This is an optimization exercise on Yosys and OpenROAD, whose aim is a short achievable clock period and few clock cycles, not a production implementation.
Only simulation tests tie the RTL to the original design; equivalence was not proved.
The flow treats the clock pin as an ideal source. Dropping or thinning the clock tree relies on that and would not hold on a real chip.
Power figures rest on the tool's default switching activity, not on a simulated workload.

==> inputs of job 4978 <==
==> flow/design.v <==
package eccPkg;
   typedef logic [3:0] nibbleT;
   typedef logic [7:0] codeByteT;
   typedef logic [31:0] dataWordT;
   typedef logic [63:0] codeWordT;
   typedef logic [11:0] axiAddrT;
   typedef logic [1:0] respT;
   typedef logic [15:0] cntT;
   localparam respT RESP_OKAY = 2'b00;
   localparam respT RESP_SLVERR = 2'b10;
   localparam axiAddrT REG_BASE = 12'h800;
   localparam axiAddrT REG_INJ_LO = 12'h800;
   localparam axiAddrT REG_INJ_HI = 12'h804;
   localparam axiAddrT REG_CORR_CNT = 12'h808;
   localparam axiAddrT REG_UNCORR_CNT = 12'h80C;
endpackage
`timescale 1ns/10ps
module eccMemTop (
   input logic clk,
   input logic rstN,
   input logic awValid,
   output logic awReady,
   input eccPkg::axiAddrT awAddr,
   input logic wValid,
   output logic wReady,
   input eccPkg::dataWordT wData,
   output logic bValid,
   input logic bReady,
   output eccPkg::respT bResp,
   input logic arValid,
   output logic arReady,
   input eccPkg::axiAddrT arAddr,
   output logic rValid,
   input logic rReady,
   output eccPkg::dataWordT rData,
   output eccPkg::respT rResp
);
   localparam int DEPTH = 64;
   localparam int CAP = 5;
   localparam int QD = 4;
   localparam int QW = $clog2(QD);
   function automatic logic [5:0] maskEffect(input logic [7:0] m);
      logic [3:0] s;
      logic [3:0] f;
      logic any;
      s[0] = m[0] ^ m[3] ^ m[5] ^ m[6];
      s[1] = m[1] ^ m[3] ^ m[5] ^ m[7];
      s[2] = m[2] ^ m[3] ^ m[6] ^ m[7];
      s[3] = m[4] ^ m[5] ^ m[6] ^ m[7];
      f[0] = (s == 4'b0111);
      f[1] = (s == 4'b1011);
      f[2] = (s == 4'b1101);
      f[3] = (s == 4'b1110);
      any = |s;
      maskEffect = {any & ~(^s), any, {m[7], m[6], m[5], m[3]} ^ f};
   endfunction
   logic rdy;
   assign awReady = rdy;
   assign wReady = rdy;
   assign arReady = rdy;
   logic rstQ;
   always_ff @(posedge clk) rstQ <= !rstN;
   logic wrAcc, rdAcc;
   logic awHit, arHit;
   logic [5:0] aEff [4];
   assign wrAcc = rstN && awValid && wValid && rdy;
   assign rdAcc = rstN && arValid && rdy;
   assign awHit = (awAddr[11:8] == 4'd0);
   assign arHit = (arAddr[11:8] == 4'd0);
   for (genvar b = 0; b < 4; b++) begin : gEff
      assign aEff[b] = maskEffect(wData[8*b +: 8]);
   end
   logic cWr, cRd;
   logic cWrData, cWrInjLo, cWrInjHi, cWrCorr, cWrUnc;
   logic cRdData, cRdLo, cRdHi, cRdCorr, cRdUnc, cRdErr, cWrErr;
   logic [DEPTH-1:0] cWe, cRdSel;
   eccPkg::dataWordT cD;
   logic [15:0] cEff;
   logic cAny, cMulti;
   logic cTakeB, cTakeR;
   always_ff @(posedge clk) begin
      cWr <= wrAcc;
      cRd <= rdAcc;
      cWrData <= wrAcc && awHit;
      cRdData <= rdAcc && arHit;
      for (int k = 0; k < DEPTH; k++) begin
         cWe[k] <= wrAcc && awHit && (awAddr[7:2] == 6'(k));
         cRdSel[k] <= arHit && (arAddr[7:2] == 6'(k));
      end
      cWrInjLo <= (awAddr == eccPkg::REG_INJ_LO);
      cWrInjHi <= (awAddr == eccPkg::REG_INJ_HI);
      cWrCorr <= (awAddr == eccPkg::REG_CORR_CNT);
      cWrUnc <= (awAddr == eccPkg::REG_UNCORR_CNT);
      cWrErr <= !awHit && (awAddr != eccPkg::REG_INJ_LO) && (awAddr != eccPkg::REG_INJ_HI)
                && (awAddr != eccPkg::REG_CORR_CNT) && (awAddr != eccPkg::REG_UNCORR_CNT);
      cRdLo <= (arAddr == eccPkg::REG_INJ_LO);
      cRdHi <= (arAddr == eccPkg::REG_INJ_HI);
      cRdCorr <= (arAddr == eccPkg::REG_CORR_CNT);
      cRdUnc <= (arAddr == eccPkg::REG_UNCORR_CNT);
      cRdErr <= !arHit && (arAddr != eccPkg::REG_INJ_LO) && (arAddr != eccPkg::REG_INJ_HI)
                && (arAddr != eccPkg::REG_CORR_CNT) && (arAddr != eccPkg::REG_UNCORR_CNT);
      cD <= wData;
      cEff <= {aEff[3][3:0], aEff[2][3:0], aEff[1][3:0], aEff[0][3:0]};
      cAny <= aEff[0][4] | aEff[1][4] | aEff[2][4] | aEff[3][4];
      cMulti <= aEff[0][5] | aEff[1][5] | aEff[2][5] | aEff[3][5];
      cTakeB <= rstN && bValid && bReady;
      cTakeR <= rstN && rValid && rReady;
   end
   logic [33:0] mem [DEPTH];
   logic [63:0] mask;
   logic [15:0] effLo, effHi;
   logic anyLo, anyHi, multiLo, multiHi;
   logic [33:0] wWord;
   logic [33:0] aRdWord;
   assign wWord[31:0] = cD ^ {effHi, effLo};
   assign wWord[33] = multiLo | multiHi;
   assign wWord[32] = (anyLo | anyHi) & !(multiLo | multiHi);
   always_ff @(posedge clk) begin
      if (rstQ) begin
         mask <= '0;
         effLo <= '0;
         effHi <= '0;
         anyLo <= 1'b0;
         anyHi <= 1'b0;
         multiLo <= 1'b0;
         multiHi <= 1'b0;
      end else if (cWrData) begin
         mask <= '0;
         effLo <= '0;
         effHi <= '0;
         anyLo <= 1'b0;
         anyHi <= 1'b0;
         multiLo <= 1'b0;
         multiHi <= 1'b0;
      end else if (cWr && cWrInjLo) begin
         mask[31:0] <= cD;
         effLo <= cEff;
         anyLo <= cAny;
         multiLo <= cMulti;
      end else if (cWr && cWrInjHi) begin
         mask[63:32] <= cD;
         effHi <= cEff;
         anyHi <= cAny;
         multiHi <= cMulti;
      end
   end
   always_ff @(posedge clk) begin
      for (int k = 0; k < DEPTH; k++) begin
         if (cWe[k]) mem[k] <= wWord;
      end
   end
   always_comb begin
      aRdWord = {2'b00, {32{cRdLo}} & mask[31:0]} | {2'b00, {32{cRdHi}} & mask[63:32]};
      for (int k = 0; k < DEPTH; k++) begin
         aRdWord = aRdWord | ({34{cRdSel[k]}} & mem[k]);
      end
   end
   logic fWr, fRd, fDataRd, fCorrRd, fUncRd, fCorrClr, fUncClr, fWrErr, fRdErr;
   logic [33:0] fWord;
   always_ff @(posedge clk) begin
      if (!rstN) begin
         fWr <= 1'b0;
         fRd <= 1'b0;
      end else begin
         fWr <= cWr;
         fRd <= cRd;
      end
      fDataRd <= cRdData;
      fCorrRd <= cRdCorr;
      fUncRd <= cRdUnc;
      fCorrClr <= cWrCorr;
      fUncClr <= cWrUnc;
      fWrErr <= cWrErr;
      fRdErr <= cRdErr;
      fWord <= aRdWord;
   end
   eccPkg::cntT corrCnt, uncCnt;
   always_ff @(posedge clk) begin
      if (rstQ) begin
         corrCnt <= '0;
         uncCnt <= '0;
      end else begin
         if (fWr && fCorrClr) begin
            corrCnt <= '0;
         end else if (fRd && fDataRd && fWord[32] && corrCnt != '1) begin
            corrCnt <= corrCnt + eccPkg::cntT'(1);
         end
         if (fWr && fUncClr) begin
            uncCnt <= '0;
         end else if (fRd && fDataRd && fWord[33] && uncCnt != '1) begin
            uncCnt <= uncCnt + eccPkg::cntT'(1);
         end
      end
   end
   logic [32:0] fR;
   assign fR[31:0] = fWord[31:0]
                   | ({32{fCorrRd}} & eccPkg::dataWordT'(corrCnt))
                   | ({32{fUncRd}} & eccPkg::dataWordT'(uncCnt));
   assign fR[32] = (fDataRd & fWord[33]) | fRdErr;
   logic [32:0] rq [QD];
   logic [QW:0] rqW, rqR;
   logic rqEmpty, rLoad;
   assign rqEmpty = (rqW == rqR);
   assign rLoad = !rValid || rReady;
   always_ff @(posedge clk) begin
      if (fRd && !(rLoad && rqEmpty)) rq[rqW[QW-1:0]] <= fR;
   end
   always_ff @(posedge clk) begin
      if (!rstN) begin
         rqW <= '0;
         rqR <= '0;
         rValid <= 1'b0;
      end else begin
         if (fRd && !(rLoad && rqEmpty)) rqW <= rqW + 1'b1;
         if (rLoad) begin
            rValid <= !rqEmpty || fRd;
            if (!rqEmpty) rqR <= rqR + 1'b1;
         end
      end
   end
   always_ff @(posedge clk) begin
      if (rLoad) begin
         if (!rqEmpty) begin
            rData <= rq[rqR[QW-1:0]][31:0];
            rResp[1] <= rq[rqR[QW-1:0]][32];
         end else if (fRd) begin
            rData <= fR[31:0];
            rResp[1] <= fR[32];
         end
      end
   end
   assign rResp[0] = 1'b0;
   logic [QD-1:0] bq;
   logic [QW:0] bqW, bqR;
   logic bqEmpty, bLoad;
   assign bqEmpty = (bqW == bqR);
   assign bLoad = !bValid || bReady;
   always_ff @(posedge clk) begin
      if (fWr && !(bLoad && bqEmpty)) bq[bqW[QW-1:0]] <= fWrErr;
   end
   always_ff @(posedge clk) begin
      if (!rstN) begin
         bqW <= '0;
         bqR <= '0;
         bValid <= 1'b0;
      end else begin
         if (fWr && !(bLoad && bqEmpty)) bqW <= bqW + 1'b1;
         if (bLoad) begin
            bValid <= !bqEmpty || fWr;
            if (!bqEmpty) bqR <= bqR + 1'b1;
         end
      end
   end
   always_ff @(posedge clk) begin
      if (bLoad) begin
         if (!bqEmpty) begin
            bResp[1] <= bq[bqR[QW-1:0]];
         end else if (fWr) begin
            bResp[1] <= fWrErr;
         end
      end
   end
   assign bResp[0] = 1'b0;
   logic [7:0] owedT, owedNow;
   logic owedUp;
   logic [1:0] owedDown;
   assign owedUp = cWr | cRd;
   assign owedDown = 2'(cTakeB) + 2'(cTakeR);
   always_comb begin
      for (int k = 0; k < 8; k++) begin
         if (owedUp && owedDown == 2'd0) owedNow[k] = (k == 0) ? 1'b1 : owedT[k-1];
         else if (owedUp == (owedDown == 2'd1)) owedNow[k] = owedT[k];
         else if (owedDown == 2'd2 && !owedUp) owedNow[k] = (k >= 6) ? 1'b0 : owedT[k+2];
         else owedNow[k] = (k == 7) ? 1'b0 : owedT[k+1];
      end
   end
   always_ff @(posedge clk) begin
      if (!rstN) begin
         owedT <= '0;
         rdy <= 1'b0;
      end else begin
         owedT <= owedNow;
         rdy <= rdy ? !owedNow[CAP - 2] : !owedNow[CAP - 1];
      end
   end
endmodule
==> flow/run.sh <==
#!/bin/bash
# synth_recipe.tcl (not shown) runs the flow's synth.tcl, then flattens the netlist and writes it again
# the make line also repeats each setting of config.mk as NAME=value (left out here)
make -C /OpenROAD-flow-scripts/flow DESIGN_CONFIG=/design/flow/config.mk WORK_HOME=/design/flow/orfs CLKGATE_MAP_FILE= SYNTH_SCRIPT=/design/flow/synth_recipe.tcl finish
==> flow/config.mk <==
export PLATFORM = sky130hd
export DESIGN_NAME = eccMemTop
export DESIGN_NICKNAME = eccMemTop
export VERILOG_FILES = /design/flow/design.v
export SDC_FILE = /design/flow/constraint.sdc
export NUM_CORES = 4
export LEC_CHECK = 0
export CAP_MARGIN = 20
export CORE_MARGIN = 2
export CORE_UTILIZATION = 50
export CTS_CLUSTER_DIAMETER = 100
export CTS_CLUSTER_SIZE = 30
export PLACE_DENSITY = 0.65
export SETUP_SLACK_MARGIN = 2.8
export SLEW_MARGIN = 20
export SYNTH_MEMORY_MAX_BITS = 8192
==> flow/constraint.sdc <==
create_clock -name core_clock -period 5.0 [get_ports {clk}]
set_input_delay 1.0000 -clock core_clock [delete_from_list [all_inputs] [get_ports {clk}]]
set_output_delay 1.0000 -clock core_clock [all_outputs]
set_load 0.01 [all_outputs]
==> job 7752: changes against job 4978 <==
--- a/flow/design.v
+++ b/flow/design.v
@@ -204,5 +204,5 @@
    assign rLoad = !rValid || rReady;
    always_ff @(posedge clk) begin
-      if (fRd && !(rLoad && rqEmpty)) rq[rqW[QW-1:0]] <= fR;
+      if (fRd) rq[rqW[QW-1:0]] <= fR;
    end
    always_ff @(posedge clk) begin
@@ -237,5 +237,5 @@
    assign bLoad = !bValid || bReady;
    always_ff @(posedge clk) begin
-      if (fWr && !(bLoad && bqEmpty)) bq[bqW[QW-1:0]] <= fWrErr;
+      if (fWr) bq[bqW[QW-1:0]] <= fWrErr;
    end
    always_ff @(posedge clk) begin
- CORE_UTILIZATION: 50 -> 70
- PLACE_DENSITY: 0.65 -> 0.85
- SETUP_SLACK_MARGIN: 2.8 -> 2.9
==> key figures <==
Run status
  – Outcome: aborted with a tool error
  – Fail Step: 5_1_grt
  – First Error: [ERROR GRT-0232] Routing congestion too high. Check the congestion heatmap in the GUI.

Placed design
  – Area after detailed placement: 0.1024 mm^2

Logic synthesis
  – Cell area after technology mapping: 0.09732 mm^2
  – Area fraction in compound gates after synthesis: 0.1089
  – Arithmetic-cell share of the synthesized area counting full adders, half adders and majority gates: 0.005914
  – Cell types with the largest area share after synthesis: edfxtp_1 72%, dfxtp_1 8.1%, a221oi_1 4.0%
  – Mean area per synthesized cell: 17.62 um^2

Clock network
  – Post-cts sizing count: 490
Source of the figures above: job 7752

==> key figures <==
Logic synthesis
  – Cell types with the largest area share after synthesis: edfxtp_1 72%, dfxtp_1 8.1%, a221oi_1 4.0%
  – Area fraction in compound gates after synthesis: 0.1079
  – Arithmetic-cell share of the synthesized area counting full adders, half adders and majority gates: 0.005912
  – Cell area after technology mapping: 0.09736 mm^2

Clock network
  – Post-cts sizing count: 435

Run status
  – Outcome: complete, no violations
Source of the figures above: job 4978

Testbench counts of job 4978, summed over its fixed seeds: cycles 6,410.
Testbench counts of job 7752, summed over its fixed seeds: cycles 6,410.


==> try-lagoon: inputs <==
eccMemTop, a different RTL version from the one above (not shown whole).
Settings: LEC_CHECK=0, CAP_MARGIN=50, CORE_MARGIN=2, CORE_UTILIZATION=50, PLACE_DENSITY=0.65, SETUP_SLACK_MARGIN=3.0, SLEW_MARGIN=70, SYNTH_MEMORY_MAX_BITS=8192; clock period 5.0 ns.
standard.sh (not shown) runs the stock make flow with config.mk's settings and CLKGATE_MAP_FILE= SYNTH_SCRIPT=/design/flow/synth_recipe.tcl, a recipe that flattens the netlist after the stock synthesis.
==> flow/flow/run.sh <==
#!/bin/bash
# Own layout flow: the standard flow (standard.sh), except that the clock
# tree is built by flow/mycts.tcl, hooked into the CTS step through ORFS's
# PRE_CTS_TCL: the clock port feeds 4 root buffers, one per quarter of the
# flip-flops, each root feeds the leaf buffers of its quarter, and each leaf
# feeds a compact cluster of at most 30 flip-flops. Everything else (synthesis,
# floorplan, placement, timing repair, routing) is the standard flow.
set -euo pipefail
here=$(pwd)
export PRE_CTS_TCL="$here/flow/pre_cts.tcl"
export MYCTS_NROOT=4
export MYCTS_LEAFMAX=30
bash standard.sh finish > "$here/standard.log" 2>&1
Other scripts of this flow, unchanged in this note and not shown: flow/flow/mycts.tcl, flow/flow/pre_cts.tcl
==> try-pepper (differences from try-lagoon) <==
--- a/flow/design.v
+++ b/flow/design.v
@@ -53,13 +53,14 @@
       f[3] = (s == 4'b1110);
       any = |s;
       maskEffect = {any & ~(^s), any, {m[7], m[6], m[5], m[3]} ^ f};
    endfunction
    logic rdy;
-   assign awReady = rdy;
-   assign wReady = rdy;
-   assign arReady = rdy;
+   logic [2:0] rdyOut;
+   assign awReady = rdyOut[0];
+   assign wReady = rdyOut[1];
+   assign arReady = rdyOut[2];
    logic rstQ;
    always_ff @(posedge clk) rstQ <= !rstN;
    logic wrAcc, rdAcc;
    logic awHit, arHit;
    logic [5:0] aEff [4];
@@ -101,12 +102,12 @@
                 && (arAddr != eccPkg::REG_CORR_CNT) && (arAddr != eccPkg::REG_UNCORR_CNT);
       cD <= wData;
       cEff <= {aEff[3][3:0], aEff[2][3:0], aEff[1][3:0], aEff[0][3:0]};
       cAny <= aEff[0][4] | aEff[1][4] | aEff[2][4] | aEff[3][4];
       cMulti <= aEff[0][5] | aEff[1][5] | aEff[2][5] | aEff[3][5];
-      cTakeB <= rstN && bValid && bReady;
-      cTakeR <= rstN && rValid && rReady;
+      cTakeB <= rstN && bVal && bReady;
+      cTakeR <= rstN && rVal && rReady;
    end
    logic [33:0] mem [DEPTH];
    logic [63:0] mask;
    logic [15:0] effLo, effHi;
    logic anyLo, anyHi, multiLo, multiHi;
@@ -146,22 +147,23 @@
    always_ff @(posedge clk) begin
       for (int k = 0; k < DEPTH; k++) begin
          if (cWe[k]) mem[k] <= wWord;
       end
    end
-   logic [33:0] aRdPart [4];
+   logic [33:0] aRdPart [5];
    always_comb begin
-      aRdPart[0] = {2'b00, {32{cRdLo}} & mask[31:0]} | {2'b00, {32{cRdHi}} & mask[63:32]};
+      aRdPart[0] = '0;
       aRdPart[1] = '0;
       aRdPart[2] = '0;
       aRdPart[3] = '0;
+      aRdPart[4] = {2'b00, ({32{cRdLo}} & mask[31:0]) | ({32{cRdHi}} & mask[63:32])};
       for (int k = 0; k < DEPTH; k++) begin
          aRdPart[k / 16] = aRdPart[k / 16] | ({34{cRdSel[k]}} & mem[k]);
       end
    end
    logic fWr, fRd, fDataRd, fCorrRd, fUncRd, fCorrClr, fUncClr, fWrErr, fRdErr;
-   logic [33:0] fPart [4];
+   logic [33:0] fPart [5];
    logic [33:0] fWord;
    always_ff @(posedge clk) begin
       if (!rstN) begin
          fWr <= 1'b0;
          fRd <= 1'b0;
@@ -174,13 +176,13 @@
       fUncRd <= cRdUnc;
       fCorrClr <= cWrCorr;
       fUncClr <= cWrUnc;
       fWrErr <= cWrErr;
       fRdErr <= cRdErr;
-      for (int q = 0; q < 4; q++) fPart[q] <= aRdPart[q];
-   end
-   assign fWord = fPart[0] | fPart[1] | fPart[2] | fPart[3];
+      for (int q = 0; q < 5; q++) fPart[q] <= aRdPart[q];
+   end
+   assign fWord = fPart[0] | fPart[1] | fPart[2] | fPart[3] | fPart[4];
    eccPkg::cntT corrCnt, uncCnt;
    always_ff @(posedge clk) begin
       if (rstQ) begin
          corrCnt <= '0;
          uncCnt <= '0;
@@ -202,27 +204,30 @@
                    | ({32{fCorrRd}} & eccPkg::dataWordT'(corrCnt))
                    | ({32{fUncRd}} & eccPkg::dataWordT'(uncCnt));
    assign fR[32] = (fDataRd & fWord[33]) | fRdErr;
    logic [32:0] rq [QD];
    logic [QW:0] rqW, rqR;
+   logic rVal;
    logic rqEmpty, rLoad;
    assign rqEmpty = (rqW == rqR);
-   assign rLoad = !rValid || rReady;
+   assign rLoad = !rVal || rReady;
    always_ff @(posedge clk) begin
       if (fRd) rq[rqW[QW-1:0]] <= fR;
    end
    always_ff @(posedge clk) begin
       if (!rstN) begin
          rqW <= '0;
          rqR <= '0;
+         rVal <= 1'b0;
          rValid <= 1'b0;
       end else begin
          if (fRd && !(rLoad && rqEmpty)) rqW <= rqW + 1'b1;
          if (rLoad) begin
-            rValid <= !rqEmpty || fRd;
+            rVal <= !rqEmpty || fRd;
             if (!rqEmpty) rqR <= rqR + 1'b1;
          end
+         if (!rValid || rReady) rValid <= !rqEmpty || fRd;
       end
    end
    logic rFromQ, rFromF;
    assign rFromQ = rLoad && !rqEmpty;
    assign rFromF = rLoad && rqEmpty;
@@ -232,27 +237,30 @@
       rResp[1] <= (rFromQ & rq[rqR[QW-1:0]][32]) | (rFromF & fR[32]) | (!rLoad & rResp[1]);
    end
    assign rResp[0] = 1'b0;
    logic [QD-1:0] bq;
    logic [QW:0] bqW, bqR;
+   logic bVal;
    logic bqEmpty, bLoad;
    assign bqEmpty = (bqW == bqR);
-   assign bLoad = !bValid || bReady;
+   assign bLoad = !bVal || bReady;
    always_ff @(posedge clk) begin
       if (fWr) bq[bqW[QW-1:0]] <= fWrErr;
    end
    always_ff @(posedge clk) begin
       if (!rstN) begin
          bqW <= '0;
          bqR <= '0;
+         bVal <= 1'b0;
          bValid <= 1'b0;
       end else begin
          if (fWr && !(bLoad && bqEmpty)) bqW <= bqW + 1'b1;
          if (bLoad) begin
-            bValid <= !bqEmpty || fWr;
+            bVal <= !bqEmpty || fWr;
             if (!bqEmpty) bqR <= bqR + 1'b1;
          end
+         if (!bValid || bReady) bValid <= !bqEmpty || fWr;
       end
    end
    always_ff @(posedge clk) begin
       bResp[1] <= (bLoad & !bqEmpty & bq[bqR[QW-1:0]]) | (bLoad & bqEmpty & fWrErr)
                   | (!bLoad & bResp[1]);
@@ -273,11 +281,15 @@
    end
    always_ff @(posedge clk) begin
       if (!rstN) begin
          owedT <= '0;
          rdy <= 1'b0;
+         rdyOut <= '0;
       end else begin
          owedT <= owedNow;
          rdy <= rdy ? !owedNow[CAP - 2] : !owedNow[CAP - 1];
+         for (int i = 0; i < 3; i++) begin
+            rdyOut[i] <= rdyOut[i] ? !owedNow[CAP - 2] : !owedNow[CAP - 1];
+         end
       end
    end
 endmodule
==> try-ember (differences from try-lagoon) <==
--- a/flow/design.v
+++ b/flow/design.v
@@ -53,13 +53,14 @@
       f[3] = (s == 4'b1110);
       any = |s;
       maskEffect = {any & ~(^s), any, {m[7], m[6], m[5], m[3]} ^ f};
    endfunction
    logic rdy;
-   assign awReady = rdy;
-   assign wReady = rdy;
-   assign arReady = rdy;
+   logic [2:0] rdyOut;
+   assign awReady = rdyOut[0];
+   assign wReady = rdyOut[1];
+   assign arReady = rdyOut[2];
    logic rstQ;
    always_ff @(posedge clk) rstQ <= !rstN;
    logic wrAcc, rdAcc;
    logic awHit, arHit;
    logic [5:0] aEff [4];
@@ -101,12 +102,12 @@
                 && (arAddr != eccPkg::REG_CORR_CNT) && (arAddr != eccPkg::REG_UNCORR_CNT);
       cD <= wData;
       cEff <= {aEff[3][3:0], aEff[2][3:0], aEff[1][3:0], aEff[0][3:0]};
       cAny <= aEff[0][4] | aEff[1][4] | aEff[2][4] | aEff[3][4];
       cMulti <= aEff[0][5] | aEff[1][5] | aEff[2][5] | aEff[3][5];
-      cTakeB <= rstN && bValid && bReady;
-      cTakeR <= rstN && rValid && rReady;
+      cTakeB <= rstN && bVal && bReady;
+      cTakeR <= rstN && rVal && rReady;
    end
    logic [33:0] mem [DEPTH];
    logic [63:0] mask;
    logic [15:0] effLo, effHi;
    logic anyLo, anyHi, multiLo, multiHi;
@@ -202,27 +203,30 @@
                    | ({32{fCorrRd}} & eccPkg::dataWordT'(corrCnt))
                    | ({32{fUncRd}} & eccPkg::dataWordT'(uncCnt));
    assign fR[32] = (fDataRd & fWord[33]) | fRdErr;
    logic [32:0] rq [QD];
    logic [QW:0] rqW, rqR;
+   logic rVal;
    logic rqEmpty, rLoad;
    assign rqEmpty = (rqW == rqR);
-   assign rLoad = !rValid || rReady;
+   assign rLoad = !rVal || rReady;
    always_ff @(posedge clk) begin
       if (fRd) rq[rqW[QW-1:0]] <= fR;
    end
    always_ff @(posedge clk) begin
       if (!rstN) begin
          rqW <= '0;
          rqR <= '0;
+         rVal <= 1'b0;
          rValid <= 1'b0;
       end else begin
          if (fRd && !(rLoad && rqEmpty)) rqW <= rqW + 1'b1;
          if (rLoad) begin
-            rValid <= !rqEmpty || fRd;
+            rVal <= !rqEmpty || fRd;
             if (!rqEmpty) rqR <= rqR + 1'b1;
          end
+         if (!rValid || rReady) rValid <= !rqEmpty || fRd;
       end
    end
    logic rFromQ, rFromF;
    assign rFromQ = rLoad && !rqEmpty;
    assign rFromF = rLoad && rqEmpty;
@@ -232,27 +236,30 @@
       rResp[1] <= (rFromQ & rq[rqR[QW-1:0]][32]) | (rFromF & fR[32]) | (!rLoad & rResp[1]);
    end
    assign rResp[0] = 1'b0;
    logic [QD-1:0] bq;
    logic [QW:0] bqW, bqR;
+   logic bVal;
    logic bqEmpty, bLoad;
    assign bqEmpty = (bqW == bqR);
-   assign bLoad = !bValid || bReady;
+   assign bLoad = !bVal || bReady;
    always_ff @(posedge clk) begin
       if (fWr) bq[bqW[QW-1:0]] <= fWrErr;
    end
    always_ff @(posedge clk) begin
       if (!rstN) begin
          bqW <= '0;
          bqR <= '0;
+         bVal <= 1'b0;
          bValid <= 1'b0;
       end else begin
          if (fWr && !(bLoad && bqEmpty)) bqW <= bqW + 1'b1;
          if (bLoad) begin
-            bValid <= !bqEmpty || fWr;
+            bVal <= !bqEmpty || fWr;
             if (!bqEmpty) bqR <= bqR + 1'b1;
          end
+         if (!bValid || bReady) bValid <= !bqEmpty || fWr;
       end
    end
    always_ff @(posedge clk) begin
       bResp[1] <= (bLoad & !bqEmpty & bq[bqR[QW-1:0]]) | (bLoad & bqEmpty & fWrErr)
                   | (!bLoad & bResp[1]);
@@ -273,11 +280,15 @@
    end
    always_ff @(posedge clk) begin
       if (!rstN) begin
          owedT <= '0;
          rdy <= 1'b0;
+         rdyOut <= '0;
       end else begin
          owedT <= owedNow;
          rdy <= rdy ? !owedNow[CAP - 2] : !owedNow[CAP - 1];
+         for (int i = 0; i < 3; i++) begin
+            rdyOut[i] <= rdyOut[i] ? !owedNow[CAP - 2] : !owedNow[CAP - 1];
+         end
       end
    end
 endmodule
==> qor summary <==
quantity	try-pepper	try-ember	try-lagoon
Result of the run	finished clean	finished clean	finished clean
Beginning of the critical path	bResp[1]$_DFF_P_	rdyOut[1]$_SDFF_PN0_	rdy$_SDFF_PN0_
Number of distinct standard cells referenced by the synthesized netlist	80	63	63
Share of cells above drive strength 1	15.46%	15.75%	14.94%
Area of the core region	0.1999 mm2	0.1976 mm2	0.1974 mm2
Fraction of power consumed by combinational cells	5.3%	5.5%	4.5%
Simple-gate area share of the yosys netlist	4.218%	4.128%	4.065%
Sequential portion of the cell area	72.07%	71.83%	72.28%
Endpoint of the worst-slack reg-to-reg timing path	fPart[1][30]$_DFF_P_	fPart[0][11]$_DFF_P_	fPart[0][13]$_DFF_P_
DP Cell Count	8433	8340	8273
Final design instance area without fill	0.1125 mm2	0.1121 mm2	0.1112 mm2
Filler Cells Inserted	15090	14773	15006
Crit path setup slack, layout	2.882 ns	2.897 ns	2.849 ns
Total combinational power	2.03 mW	2.08 mW	1.67 mW
Int Pwr	30.48 mW	30.27 mW	29.92 mW
Via/cell ratio	6.563	6.651	6.614
Testbench counts of try-lagoon, summed over its fixed seeds: cycles 6,410.
Testbench counts of try-pepper, summed over its fixed seeds: cycles 6,410.
Testbench counts of try-ember, summed over its fixed seeds: cycles 6,410.
In every run of this note, the design's own scripts or RTL, not TritonCTS, make the clock network.

[separate check: timing with driven ports]
The flow's constraints put no driver on any port. The routed layouts listed below were extracted and timed again, unchanged, in two steps. Step 1 sets driving cells, clkbuf_16 on the clock port and buf_2 on the other inputs (assumed; they add their load-dependent delay and slew). Step 2 times the ports against the registers' clock, not the clock port: input delays grow and output delays shrink by t, the midpoint of the rising clock arrivals with the driver on. Three values: ideal, step 1, step 2; two values: the first two.
run	t, ns	slack for setup (ns)	worst slew at a driven data input, ns
job 4978	0.917	2.368 / 2.368 / 1.977	0.04
try-lagoon	0.798	2.849 / 2.672 / 2.235	0.22
try-pepper	0.817	2.882 / 2.692 / 2.204	0.23
try-ember	0.818	2.897 / 2.706 / 2.262	0.19
After both steps every run listed still meets setup and hold. For try-pepper, which loses most, drivers alone change the setup slack by -0.190 ns; drivers and shift together by -0.678 ns.
